This is an optimization exercise on Yosys and OpenROAD, whose aim is small area and a short achievable clock period, not a production implementation.
In this exercise RTL edits were held to simulation tests only and were not proved equivalent to the original.
No activity file was given, so power comes from the tool's default toggle rates.

==> fjord: inputs <==
==> flow/design.v (excerpt) <==
module array_multiplier (
	input  logic                     clk,
	input  logic                     reset,
	input  logic                     in_valid,
	input  mult_sizes_pkg::operand_t x,
	input  mult_sizes_pkg::operand_t y,
	output logic                     product_valid,
	output mult_sizes_pkg::product_t product
);
clock: 6.0 ns
lec_check: 0
cap_margin: 20
core_margin: 2
core_utilization: 55
place_density: 0.7
setup_slack_margin: 3.72
slew_margin: 20
synth_hierarchical: 1
standard.sh (not shown) runs the stock make flow with config.mk's settings and CLKGATE_MAP_FILE= SYNTH_SCRIPT=/design/flow/synth_recipe.tcl, a recipe that flattens the netlist after the stock synthesis.
==> flow/flow/run.sh <==
#!/bin/bash
# Layout flow: the standard ORFS flow (standard.sh, unchanged synthesis),
# with smaller port buffers and a clock tree built from clkbuf_8 without
# dummy loads. Each tool's output goes to a log file in this folder.
set -euo pipefail
export BUFFER_PORTS_ARGS="-buffer_cell sky130_fd_sc_hd__buf_1"
export CTS_ARGS="-sink_clustering_enable -repair_clock_nets -sink_clustering_size 12 -sink_clustering_max_diameter 60 -buf_list sky130_fd_sc_hd__clkbuf_8 -dont_use_dummy_load"
bash standard.sh finish > flow_make.log 2>&1
==> pepper: changes against fjord <==
--- a/flow/config.mk
+++ b/flow/config.mk
@@ -9,6 +9,6 @@
 export CORE_MARGIN = 2
 export CORE_UTILIZATION = 55
 export PLACE_DENSITY = 0.7
-export SETUP_SLACK_MARGIN = 3.72
+export SETUP_SLACK_MARGIN = 3.76
 export SLEW_MARGIN = 20
 export SYNTH_HIERARCHICAL = 1
==> garnet: changes against fjord <==
==> flow/flow/run.sh (replaced) <==
#!/bin/bash
# Layout flow: the standard ORFS flow (standard.sh, unchanged synthesis),
# with smaller port buffers and a clock tree built from clkbuf_8 without
# dummy loads. Each tool's output goes to a log file in this folder.
set -euo pipefail
export BUFFER_PORTS_ARGS="-buffer_cell sky130_fd_sc_hd__buf_1"
export CTS_ARGS="-sink_clustering_enable -repair_clock_nets -sink_clustering_size 15 -sink_clustering_max_diameter 80 -buf_list sky130_fd_sc_hd__clkbuf_8 -dont_use_dummy_load"
bash standard.sh finish > flow_make.log 2>&1
==> notes.md <==
Clock net power 775 uW; Layout Nets 1177; fillers 1560; Rel. slew slack 53.5%; combinational power 2.11 mW; switching power 1.76 mW; clock-cell share of area 2.61%; CP startpoint r896; Comb power frac 40.8%; final core occ 59.9%; status finished clean
[end of results for fjord]
==> notes.md <==
Clk pin slew, worst setup/hold paths 80 ps; CP startpoint r871; combinational power 2.15 mW; Rel. slew slack 54.3%; global route hottest layer met2; switching power 1.75 mW; clock-cell share of area 2.13%; Comb power frac 41.9%; Layout Nets 1184; status finished clean; Clock net power 704 uW; final core occ 60.2%; fillers 1566
[end of results for garnet]
==> notes.md <==
final core occ 62.8%; Worst Setup End Kind register; CP startpoint r865; Layout Nets 1226; combinational power 2.23 mW; fillers 1480; Reg power frac 42.9%; clock-cell share of area 2.61%; largest net degree at the start of global routing 17; status finished clean; most frequent cell after synthesis nand2_1; Worst VDD drop 0.274 mV; Comb power frac 42.1%
[end of results for pepper]

* * *

==> trial 17 <==
array_multiplier, a different RTL version from the one above (not shown whole).
// array_multiplier
module array_multiplier (
	input  logic                     clk,
	input  logic                     reset,
	input  logic                     in_valid,
	input  mult_sizes_pkg::operand_t x,
	input  mult_sizes_pkg::operand_t y,
	output logic                     product_valid,
	output mult_sizes_pkg::product_t product
);
Settings: LEC_CHECK=0, CAP_MARGIN=20, CORE_MARGIN=2, CORE_UTILIZATION=40, SETUP_SLACK_MARGIN=3.75, SLEW_MARGIN=20, SYNTH_HIERARCHICAL=1; clock period 6.0 ns.
==> flow/flow/run.sh <==
#!/bin/bash
# Layout flow: the standard ORFS flow (standard.sh, unchanged synthesis),
# with smaller port buffers and a clock tree built from clkbuf_8 without
# dummy loads. Each tool's output goes to a log file in this folder.
set -euo pipefail
export BUFFER_PORTS_ARGS="-buffer_cell sky130_fd_sc_hd__buf_1"
export CTS_ARGS="-sink_clustering_enable -repair_clock_nets -sink_clustering_size 12 -sink_clustering_max_diameter 60 -buf_list sky130_fd_sc_hd__clkbuf_8 -dont_use_dummy_load"
bash standard.sh finish > flow_make.log 2>&1
==> build 35: changes against trial 17 <==
SETUP_SLACK_MARGIN = 3.8   (was 3.75)
==> trial 85: changes against trial 17 <==
SETUP_SLACK_MARGIN = 3.7   (was 3.75)
==> qor summary <==
Number of global-route vias before repair: trial 17 7,033; build 35 7,174; trial 85 6,897
Worst-case vdd ir drop: trial 17 0.203 mV; build 35 0.221 mV; trial 85 0.261 mV
Gp weighted congestion: trial 17 0.860; build 35 0.890; trial 85 0.861
CP startpoint: trial 17 r887$_DFF_P_; build 35 r888$_DFF_P_; trial 85 r887$_DFF_P_
Area occupied by multi-input gates: trial 17 0.00623 mm2; build 35 0.00632 mm2; trial 85 0.00623 mm2
Outcome: trial 17 timing/DRC/antenna clean; build 35 timing/DRC/antenna clean; trial 85 timing/DRC/antenna clean
Final WL: trial 17 22,600 um; build 35 23,500 um; trial 85 22,400 um
Layout Cells excl Fill: trial 17 1,308; build 35 1,332; trial 85 1,293
Number of ordinary and repair buffers in the finished layout: trial 17 106; build 35 131; trial 85 92
Overall routing resource usage: trial 17 16.5%; build 35 16.5%; trial 85 16.6%
CP dominant cell by count: trial 17 sky130_fd_sc_hd__fa_1; build 35 sky130_fd_sc_hd__fa_2; trial 85 sky130_fd_sc_hd__fa_1
Via count normalized by instance count: trial 17 4.92; build 35 4.92; trial 85 4.92
Required time of the critical path: trial 17 6.42 ns; build 35 6.50 ns; trial 85 6.42 ns
Global-route track usage on met1: trial 17 21.5%; build 35 21.6%; trial 85 22.5%
Final standard cell area without fillers: trial 17 0.0122 mm2; build 35 0.0127 mm2; trial 85 0.0120 mm2
Number of clock buffer instances in the layout: trial 17 25; build 35 24; trial 85 24
Count of cell instances traversed by the critical path: trial 17 4; build 35 5; trial 85 4
Register share of the cell area: trial 17 36.7%; build 35 35.3%; trial 85 37.2%
Maximum achievable frequency: trial 17 0.440 GHz; build 35 0.445 GHz; trial 85 0.443 GHz
Total chip power: trial 17 5.31 mW; build 35 5.40 mW; trial 85 5.26 mW
Wire length of the first global-routing pass: trial 17 36,400 um; build 35 36,900 um; trial 85 36,700 um

-- separate check: timing with driven ports --
No port has a modelled driver above. Below, the same layouts with a new extraction and two added sets of constraints. Step 1 sets driving cells, clkbuf_16 on the clock port and buf_2 on the other inputs (assumed; they add their load-dependent delay and slew). Step 2, shift: input delay + t, output delay - t, t = (earliest + latest rising clock arrival at the registers) / 2. This alone moves slack from input paths to output paths. a / b / c = ideal / step 1 / step 2; a / b = the first two.
| run | t, ns | slack for setup (ns) | hold WS [ns] |
|---|---|---|---|
| fjord | 0.556 | 3.744 / 3.744 / 3.744 | 0.315 / 0.315 / 0.315 |
| pepper | 0.576 | 3.739 / 3.739 / 3.739 | 0.313 / 0.313 / 0.313 |
| garnet | 0.544 | 3.755 / 3.755 / 3.755 | 0.303 / 0.303 / 0.303 |
| trial 17 | 0.577 | 3.728 / 3.720 / 3.728 | 0.321 / 0.321 / 0.321 |
| build 35 | 0.569 | 3.754 / 3.746 / 3.754 | 0.312 / 0.312 / 0.312 |
| trial 85 | 0.587 | 3.740 / 3.716 / 3.740 | 0.328 / 0.328 / 0.328 |
After both steps every run listed still meets setup and hold.
